Background: an optimization exercise with open tools, aiming at small area. Do not read the settings as production practice. At most, simulation tests tie the RTL to the original design; equivalence was not proved. Power is estimated from default activity; no workload was simulated.

==> flow/design.v (excerpt) <==
module least_squares_slope_core (
    input  logic                                   clk,
    input  logic                                   rst_n,
    input  logic                                   start,
    output logic                                   busy,
    input  logic signed [lss_pkg::SAMPLE_BITS-1:0] x_value,
    input  logic signed [lss_pkg::SAMPLE_BITS-1:0] y_value,
    input  logic                                   last_pair,
    output logic                                   done,
    output logic signed [lss_pkg::OUT_W-1:0]       slope,
    output logic                                   no_spread,
    output logic                                   saturated,
    output logic                                   overflowed,
    output logic [lss_pkg::CNT_W-1:0]              pair_count
);
    localparam logic [4:0] S_CLR   = 5'd0;    
    localparam logic [4:0] S_IDLE  = 5'd1;    
    localparam logic [4:0] S_SUMX  = 5'd2;    
    localparam logic [4:0] S_SUMY  = 5'd3;    
    localparam logic [4:0] S_TXY   = 5'd4;    
    localparam logic [4:0] S_ADDXY = 5'd5;    
    localparam logic [4:0] S_TXX   = 5'd6;    
    localparam logic [4:0] S_ADDXX = 5'd7;    
    localparam logic [4:0] S_DEN0  = 5'd8;    
    localparam logic [4:0] S_DEN1  = 5'd9;    
    localparam logic [4:0] S_NUM0  = 5'd10;   
    localparam logic [4:0] S_NUM1  = 5'd11;   
    localparam logic [4:0] S_ABS   = 5'd12;   
    localparam logic [4:0] S_INIT  = 5'd13;   
    localparam logic [4:0] S_DIV   = 5'd14;   
    localparam logic [4:0] S_FIN1  = 5'd15;   
    localparam logic [4:0] S_FIN2  = 5'd16;   
    logic [3:0]  t;
    logic [4:0]  st;
    logic [4:0]  j;       
    logic [12:0] nr;      
    logic        done_r;
    logic [51:0] ra;
    logic [51:0] rb;
    logic [51:0] rc;
    logic [51:0] rd;
    logic [3:0]  ta;
    logic [3:0]  tb;
    logic [3:0]  tc;
    logic [3:0]  td;
    assign ta = ra[3:0];
    assign tb = rb[3:0];
    assign tc = rc[3:0];
    assign td = rd[3:0];
    logic        t_last;
    logic        t_zero;
    assign t_last = (t == 4'd12);
  ...
For scale: ~790 cells after synthesis, ~260 flip-flops, ~84 I/O pins, roughly 8300 µm² of cells after synthesis.
clock: 11.0 ns
lec_check: 0
abc_area: 1
cap_margin: 20
core_margin: 2
core_utilization: 60
cts_buf_list: sky130_fd_sc_hd__clkbuf_8
cts_cluster_diameter: 50
cts_cluster_size: 15
place_density: 0.75
slew_margin: 20
standard.sh (not shown) runs the stock make flow with config.mk's settings and CLKGATE_MAP_FILE= SYNTH_SCRIPT=/design/flow/synth_recipe.tcl, a recipe that flattens the netlist after the stock synthesis.
==> flow/flow/run.sh <==
#!/bin/bash
# The standard layout with these changes:
# - synthesis is the standard flow's own script (synth_recipe.tcl) with one addition: ABC maps the logic with
#   flow/abc_area.script (deeper area optimisation) instead of ORFS's abc_area.script; the
#   registers, their names and cell types are those of the standard synthesis;
# - the port buffers that global placement inserts are made from the smallest buffer cell;
# - clock tree synthesis inserts no dummy loads and builds the tree from clkbuf_4 cells.
# Each tool's output goes to a log of its own in this folder (synth.log, layout.log) and, as in
# the standard flow, to ORFS's logs under orfs/logs.
set -euo pipefail
here=$(pwd)
export MY_ABC_SCRIPT="$here/flow/abc_area.script"
export BUFFER_PORTS_ARGS="-buffer_cell sky130_fd_sc_hd__buf_1"
export CTS_ARGS="-sink_clustering_enable -repair_clock_nets -dont_use_dummy_load -buf_list sky130_fd_sc_hd__clkbuf_4 -sink_clustering_size 10 -sink_clustering_max_diameter 40"

# synth_recipe.tcl with a wrapper around abc that swaps in our script
{
  head -n 1 synth_recipe.tcl
  cat <<'TCL'
proc abc {args} {
  set i [lsearch -exact $args -script]
  if {$i >= 0} {
    lset args [expr {$i + 1}] $::env(MY_ABC_SCRIPT)
  }
  yosys abc {*}$args
}
TCL
  tail -n +2 synth_recipe.tcl
} > own_synth.tcl
sed "s#SYNTH_SCRIPT=[^ ]*#SYNTH_SCRIPT=$here/own_synth.tcl#" standard.sh > own_synth.sh
grep -q "SYNTH_SCRIPT=$here/own_synth.tcl" own_synth.sh

bash own_synth.sh synth > synth.log 2>&1
bash standard.sh > layout.log 2>&1
==> flow/flow/abc_area.script <==
strash
&get -n
&deepsyn -T 90
&put
dch -f
amap
topo
stime -c
buffer -c
dnsize -c
Change:
==> flow/flow/run.sh (replaced) <==
#!/bin/bash
# The standard layout (the standard.sh, unchanged synthesis and steps), with two changes:
# the port buffers that global placement inserts are made from the smallest buffer cell, and
# clock tree synthesis inserts no dummy loads.
set -euo pipefail
export BUFFER_PORTS_ARGS="-buffer_cell sky130_fd_sc_hd__buf_1"
export CTS_ARGS="-sink_clustering_enable -repair_clock_nets -dont_use_dummy_load -buf_list sky130_fd_sc_hd__clkbuf_4 -sink_clustering_size 10 -sink_clustering_max_diameter 40"
bash standard.sh > standard.log 2>&1
removed: flow/flow/abc_area.script
Worst setup slack improves by 0.37 ns.
Die area is higher by 7.4%.
Routed wire length came out lower by 4.9%.
Change:
--- a/flow/flow/run.sh
+++ b/flow/flow/run.sh
@@ -7 +7 @@
-export CTS_ARGS="-sink_clustering_enable -repair_clock_nets -dont_use_dummy_load -buf_list sky130_fd_sc_hd__clkbuf_4 -sink_clustering_size 10 -sink_clustering_max_diameter 40"
+export CTS_ARGS="-sink_clustering_enable -repair_clock_nets -dont_use_dummy_load -buf_list sky130_fd_sc_hd__clkbuf_8 -sink_clustering_size 15 -sink_clustering_max_diameter 50"
What happened: Setup slack improved by 0.016 ns; global-route usage hardly moves; synthesized cell count is unchanged; core utilization is higher by 0.33 points.
Change:
==> flow/flow/run.sh (replaced) <==
#!/bin/bash
# The standard layout with these changes:
# - synthesis is the standard flow's own script (synth_recipe.tcl) with two changes: ABC maps the logic with
#   flow/abc_area.script (deeper area optimisation) instead of ORFS's abc_area.script, and the
#   adders are left to ABC rather than mapped to the adder cells first (ADDER_MAP_FILE empty);
#   the registers, their names and cell types are those of the standard synthesis;
# - the port buffers that global placement inserts are made from the smallest buffer cell;
# - clock tree synthesis inserts no dummy loads and builds the tree from clkbuf_4 cells in small clusters.
# Each tool's output goes to a log of its own in this folder (synth.log, layout.log) and, as in
# the standard flow, to ORFS's logs under orfs/logs.
set -euo pipefail
here=$(pwd)
export MY_ABC_SCRIPT="$here/flow/abc_area.script"
export BUFFER_PORTS_ARGS="-buffer_cell sky130_fd_sc_hd__buf_1"
export CTS_ARGS="-sink_clustering_enable -repair_clock_nets -dont_use_dummy_load -buf_list sky130_fd_sc_hd__clkbuf_4 -sink_clustering_size 9 -sink_clustering_max_diameter 35"

# synth_recipe.tcl with a wrapper around abc that swaps in our script
{
  head -n 1 synth_recipe.tcl
  cat <<'TCL'
proc abc {args} {
  set i [lsearch -exact $args -script]
  if {$i >= 0} {
    lset args [expr {$i + 1}] $::env(MY_ABC_SCRIPT)
  }
  yosys abc {*}$args
}
TCL
  tail -n +2 synth_recipe.tcl
} > own_synth.tcl
sed "s#SYNTH_SCRIPT=[^ ]*#SYNTH_SCRIPT=$here/own_synth.tcl ADDER_MAP_FILE=#" standard.sh > own_synth.sh
grep -q "SYNTH_SCRIPT=$here/own_synth.tcl ADDER_MAP_FILE=" own_synth.sh

bash own_synth.sh synth > synth.log 2>&1
bash standard.sh > layout.log 2>&1
==> flow/flow/abc_area.script (new file) <==
strash
&get -n
&deepsyn -T 90
&put
dch -f
amap
topo
stime -c
dnsize -c
Result: Utilization goes up by 0.66 points. Die area goes down by roughly a tenth. Combinational power goes up by well over a third. Routed wire length goes up by a few percent. Sequential cell count is unchanged.

* * *

== wip/onyx ==
least_squares_slope_core again, from the RTL that the note above started with.
export LEC_CHECK = 0
export ABC_AREA = 1
export CAP_MARGIN = 20
export CORE_MARGIN = 2
export CORE_UTILIZATION = 60
export GPL_TIMING_DRIVEN = 0
export PLACE_DENSITY = 0.75
export SLEW_MARGIN = 20
create_clock -name core_clock -period 11.0 [get_ports {clk}]
==> flow/flow/run.sh <==
#!/bin/bash
# The standard layout (the standard.sh, unchanged synthesis and steps), with two changes:
# the port buffers that global placement inserts are made from the smallest buffer cell, and
# clock tree synthesis inserts no dummy loads.
set -euo pipefail
export BUFFER_PORTS_ARGS="-buffer_cell sky130_fd_sc_hd__buf_1"
export CTS_ARGS="-sink_clustering_enable -repair_clock_nets -dont_use_dummy_load -buf_list sky130_fd_sc_hd__clkbuf_8 -sink_clustering_size 15 -sink_clustering_max_diameter 50"
bash standard.sh > standard.log 2>&1
What wip/yarrow does differently from wip/onyx at the input level:
Settings: putting CTS_CLUSTER_SIZE at 15 where nothing was set; putting CTS_CLUSTER_DIAMETER at 50 where nothing was set; clearing GPL_TIMING_DRIVEN, which used to be 0; putting CTS_BUF_LIST at sky130_fd_sc_hd__clkbuf_8 where nothing was set.
==> flow/flow/run.sh <==
#!/bin/bash
# The standard layout with these changes:
# - synthesis is the standard flow's own script (synth_recipe.tcl) with two changes: ABC maps the logic with
#   flow/abc_area.script (deeper area optimisation) instead of ORFS's abc_area.script, and the
#   adders are left to ABC rather than mapped to the adder cells first (ADDER_MAP_FILE empty);
#   the registers, their names and cell types are those of the standard synthesis;
# - the port buffers that global placement inserts are made from the smallest buffer cell;
# - clock tree synthesis inserts no dummy loads and builds the tree from clkbuf_4 cells.
# Each tool's output goes to a log of its own in this folder (synth.log, layout.log) and, as in
# the standard flow, to ORFS's logs under orfs/logs.
set -euo pipefail
here=$(pwd)
export MY_ABC_SCRIPT="$here/flow/abc_area.script"
export BUFFER_PORTS_ARGS="-buffer_cell sky130_fd_sc_hd__buf_1"
export CTS_ARGS="-sink_clustering_enable -repair_clock_nets -dont_use_dummy_load -buf_list sky130_fd_sc_hd__clkbuf_4 -sink_clustering_size 10 -sink_clustering_max_diameter 40"

# synth_recipe.tcl with a wrapper around abc that swaps in our script
{
  head -n 1 synth_recipe.tcl
  cat <<'TCL'
proc abc {args} {
  set i [lsearch -exact $args -script]
  if {$i >= 0} {
    lset args [expr {$i + 1}] $::env(MY_ABC_SCRIPT)
  }
  yosys abc {*}$args
}
TCL
  tail -n +2 synth_recipe.tcl
} > own_synth.tcl
sed "s#SYNTH_SCRIPT=[^ ]*#SYNTH_SCRIPT=$here/own_synth.tcl ADDER_MAP_FILE=#" standard.sh > own_synth.sh
grep -q "SYNTH_SCRIPT=$here/own_synth.tcl ADDER_MAP_FILE=" own_synth.sh

bash own_synth.sh synth > synth.log 2>&1
bash standard.sh > layout.log 2>&1
==> flow/flow/abc_area.script (new file) <==
strash
&get -n
&deepsyn -T 90
&put
dch -f
amap
topo
stime -c
dnsize -c
- Flip-flop and latch count after synthesis came out exactly the same in wip/onyx and wip/yarrow.
- wip/yarrow vs wip/onyx on all-layer global routing usage: wip/yarrow is the higher one.
- Worst setup slack is higher on wip/onyx
- The lower register fraction of the total cell area of wip/onyx and wip/yarrow is in wip/onyx.
- Of the two values seen for launch point of the worst path, st[4] was produced by wip/onyx and st[1] by wip/yarrow.
- wip/onyx has a higher via count than wip/yarrow.
- wip/yarrow vs wip/onyx, first-iteration DRC count went up by 61%.
- The final reports for wip/yarrow and wip/onyx show die extent in y lower in the former.
- wip/yarrow vs wip/onyx, destination of the critical timing path: st[3] vs st[2]
- wip/yarrow reports a lower area growth from synthesis to final layout than wip/onyx does.
Here is what was changed in the inputs of wip/nickel compared with wip/yarrow.
-- flow/flow/run.sh --
<<< wip/yarrow, line 14
export BUFFER_PORTS_ARGS="-buffer_cell sky130_fd_sc_hd__buf_1"
export CTS_ARGS="-sink_clustering_enable -repair_clock_nets -dont_use_dummy_load -buf_list sky130_fd_sc_hd__clkbuf_4 -sink_clustering_size 10 -sink_clustering_max_diameter 40"

>>> wip/nickel, line 14
export BUFFER_PORTS_ARGS="-buffer_cell sky130_fd_sc_hd__buf_1"
export CTS_ARGS="-sink_clustering_enable -repair_clock_nets -dont_use_dummy_load -buf_list sky130_fd_sc_hd__clkbuf_4 -sink_clustering_size 9 -sink_clustering_max_diameter 35"

[summary]
From wip/yarrow to wip/nickel the numbers moved as follows: total number of cells along the worst setup path essentially unchanged; final area increased 33 µm²; via count decreased 21; final core area utilization increased 0.25 points.
Setup changes, wip/nickel to wip/xenon
==> flow/flow/run.sh <==
#!/bin/bash
# The standard layout (the standard.sh, unchanged synthesis and steps), with two changes:
# the port buffers that global placement inserts are made from the smallest buffer cell, and
# clock tree synthesis inserts no dummy loads.
set -euo pipefail
export BUFFER_PORTS_ARGS="-buffer_cell sky130_fd_sc_hd__buf_1"
export CTS_ARGS="-sink_clustering_enable -repair_clock_nets -dont_use_dummy_load -buf_list sky130_fd_sc_hd__clkbuf_8 -sink_clustering_size 18 -sink_clustering_max_diameter 50"
bash standard.sh > standard.log 2>&1
removed: flow/flow/abc_area.script
### Flow results
Relative to wip/nickel, the instance count on the critical path of wip/xenon is higher by 59%.
Going from wip/nickel to wip/xenon, the number of antenna repair diodes was found to have gone down by 2.
Final critical-path setup slack came out higher on wip/xenon than on wip/nickel.
Edits applied to the flow inputs when going from wip/xenon to wip/cedar:
==> flow/flow/run.sh <==
#!/bin/bash
# The standard layout (the standard.sh, unchanged synthesis and steps), with two changes:
# the port buffers that global placement inserts are made from the smallest buffer cell, and
# clock tree synthesis inserts no dummy loads.
set -euo pipefail
export BUFFER_PORTS_ARGS="-buffer_cell sky130_fd_sc_hd__buf_1"
export CTS_ARGS="-sink_clustering_enable -repair_clock_nets -dont_use_dummy_load -buf_list sky130_fd_sc_hd__clkbuf_4 -sink_clustering_size 13 -sink_clustering_max_diameter 45"
bash standard.sh > standard.log 2>&1
Findings:
- Re sequential group share of total power: wip/xenon was lower than wip/cedar.
- Diff wip/xenon -> wip/cedar: via count climbed 90; total area of multi-input combinational cells essentially unchanged.

* * *

Another version of the RTL of least_squares_slope_core (not shown whole).
Size in the first run: roughly 84 I/O pins, about 9100 sq um of cells after synthesis.
==> flow/config.mk <==
export PLATFORM = sky130hd
export DESIGN_NAME = least_squares_slope_core
export DESIGN_NICKNAME = least_squares_slope_core
export VERILOG_FILES = /design/flow/design.v
export SDC_FILE = /design/flow/constraint.sdc
export NUM_CORES = 4
export LEC_CHECK = 0
export ABC_AREA = 1
export CAP_MARGIN = 20
export CORE_MARGIN = 2
export CORE_UTILIZATION = 60
export CTS_BUF_LIST = sky130_fd_sc_hd__clkbuf_8
export CTS_CLUSTER_DIAMETER = 50
export CTS_CLUSTER_SIZE = 15
export PLACE_DENSITY = 0.75
export SLEW_MARGIN = 20
==> flow/constraint.sdc <==
create_clock -name core_clock -period 11.0 [get_ports {clk}]
set_input_delay 2.2000 -clock core_clock [delete_from_list [all_inputs] [get_ports {clk}]]
set_output_delay 2.2000 -clock core_clock [all_outputs]
set_load 0.01 [all_outputs]
==> flow/flow/run.sh <==
#!/bin/bash
# The standard layout (the standard.sh, unchanged synthesis and steps), with one change:
# the port buffers that global placement inserts are made from the smallest buffer cell.
set -euo pipefail
export BUFFER_PORTS_ARGS="-buffer_cell sky130_fd_sc_hd__buf_1"
bash standard.sh > standard.log 2>&1
Edit:
==> flow/flow/run.sh (replaced) <==
#!/bin/bash
# The standard layout (the standard.sh, unchanged synthesis and steps), with two changes:
# the port buffers that global placement inserts are made from the smallest buffer cell, and
# clock tree synthesis inserts no dummy loads, and gates off the critical paths are downsized
# after global routing (repair_timing -recover_power).
set -euo pipefail
export BUFFER_PORTS_ARGS="-buffer_cell sky130_fd_sc_hd__buf_1"
export RECOVER_POWER=100
export CTS_ARGS="-sink_clustering_enable -repair_clock_nets -dont_use_dummy_load -buf_list sky130_fd_sc_hd__clkbuf_8 -sink_clustering_size 15 -sink_clustering_max_diameter 50"
bash standard.sh > standard.log 2>&1
This time the run finished but fails on capacitance limit, slew limit.
Via count stays flat.
Sequential share of layout area came out higher by 1.2 points.
First-iteration DRC count stays the same.
Cell area decreases by about 2%.
Routed wire length is lower by about 0.6%.
Worst hold slack loses 23 ps.
Count of clock-buffer cells in the layout fell by 3.
Combinational power is about the same.
Global-route usage barely changes.
Edit:
==> flow/flow/run.sh (replaced) <==
#!/bin/bash
# The standard layout (the standard.sh, unchanged synthesis and steps), with two changes:
# the port buffers that global placement inserts are made from the smallest buffer cell, and
# clock tree synthesis inserts no dummy loads.
set -euo pipefail
export BUFFER_PORTS_ARGS="-buffer_cell sky130_fd_sc_hd__buf_1"
export CTS_ARGS="-sink_clustering_enable -repair_clock_nets -dont_use_dummy_load -buf_list sky130_fd_sc_hd__clkbuf_8 -sink_clustering_size 15 -sink_clustering_max_diameter 50"
bash standard.sh > standard.log 2>&1
Settings changed: CAP_MARGIN 20 to 5, CTS_BUF_LIST sky130_fd_sc_hd__clkbuf_8 to unset, CTS_CLUSTER_DIAMETER 50 to unset, CTS_CLUSTER_SIZE 15 to unset, SLEW_MARGIN 20 to 5.
Outcome: With this change the flow completed with no timing, DRC or antenna violations. Synthesized cell count is unchanged. Worst setup slack is better by 630 ps. First-iteration DRC count drops by a few percent. Cell area came out higher slightly. Die area stays the same. Sequential share of layout area is lower by 0.18 points. Clock skew stays flat. Clock power barely changes. Power stays flat.
Edit:
Settings changed: CAP_MARGIN 5 to 20, CTS_BUF_LIST set to sky130_fd_sc_hd__clkbuf_8, CTS_CLUSTER_DIAMETER set to 50, CTS_CLUSTER_SIZE set to 15, SLEW_MARGIN 5 to 20.
- sequential share of layout area stays the same
- count of clock-buffer cells in the layout does not change
- sequential power stays flat
- clock power is about the same
- global-route usage does not change
- design area does not change
Edit:
--- a/flow/flow/run.sh
+++ b/flow/flow/run.sh
@@ -6,3 +6,3 @@
 export BUFFER_PORTS_ARGS="-buffer_cell sky130_fd_sc_hd__buf_1"
-export CTS_ARGS="-sink_clustering_enable -repair_clock_nets -dont_use_dummy_load -buf_list sky130_fd_sc_hd__clkbuf_8 -sink_clustering_size 15 -sink_clustering_max_diameter 50"
+export CTS_ARGS="-sink_clustering_enable -repair_clock_nets -dont_use_dummy_load -buf_list sky130_fd_sc_hd__clkbuf_8 -sink_clustering_size 22 -sink_clustering_max_diameter 50"
 bash standard.sh > standard.log 2>&1
Outcome:
- The changed run ran to the end with no violations
- cell count decreases by 0.32%
- sequential power is about the same
- via count decreases by 0.92%
- worst setup slack is worse by 43 ps
- clock power decreases by 8.9%
No functional check of the RTL was part of any run of this note.

separate check: timing with driven ports:
How much do the figures lean on ideal ports? The routed layouts below were timed once more, with nothing changed but the port constraints.
Step 1, drivers: a clkbuf_16 drives clk and a buf_2 each remaining input, both assumed.
Step 2 also shifts input and output timing later by t, the mid clock arrival at the registers, as if the neighbouring blocks saw the same clock.
Slacks: ideal / step 1 / step 2; pairs: ideal / step 1.
| run | shift t [ns] | slack for setup (ns) | clock arrival spread, ns | worst slew at a driven data input, ns |
|---|---|---|---|---|
| the first run of note 1 | 0.617 | 4.162 / 4.162 / 4.162 | 0.108 / 0.109 | 0.04 |
| the second run of note 1 | 0.611 | 4.533 / 4.533 / 4.533 | 0.087 / 0.087 | 0.04 |
| the third run of note 1 | 0.555 | 4.550 / 4.550 / 4.550 | 0.049 / 0.048 | 0.03 |
| the fourth run of note 1 | 0.629 | 3.922 / 3.922 / 3.922 | 0.105 / 0.105 | 0.04 |
| wip/onyx | 0.548 | 4.273 / 4.273 / 4.273 | 0.069 / 0.070 | 0.03 |
| wip/yarrow | 0.625 | 3.922 / 3.922 / 3.922 | 0.105 / 0.105 | 0.04 |
| wip/nickel | 0.629 | 3.922 / 3.922 / 3.922 | 0.105 / 0.105 | 0.04 |
| wip/xenon | 0.555 | 4.544 / 4.544 / 4.544 | 0.061 / 0.061 | 0.03 |
| wip/cedar | 0.675 | 4.590 / 4.590 / 4.590 | 0.057 / 0.056 | 0.03 |
| the first run of note 3 | 0.581 | 4.879 / 4.879 / 4.879 | 0.025 / 0.025 | 0.03 |
| the second run of note 3 | 0.566 | 4.285 / 4.246 / 4.665 | 0.050 / 0.049 | 0.03 |
| the third run of note 3 | 0.564 | 4.920 / 4.920 / 4.920 | 0.051 / 0.051 | 0.03 |
| the fourth run of note 3 | 0.564 | 4.920 / 4.920 / 4.920 | 0.051 / 0.051 | 0.03 |
| the fifth run of note 3 | 0.548 | 4.877 / 4.877 / 4.877 | 0.058 / 0.059 | 0.03 |
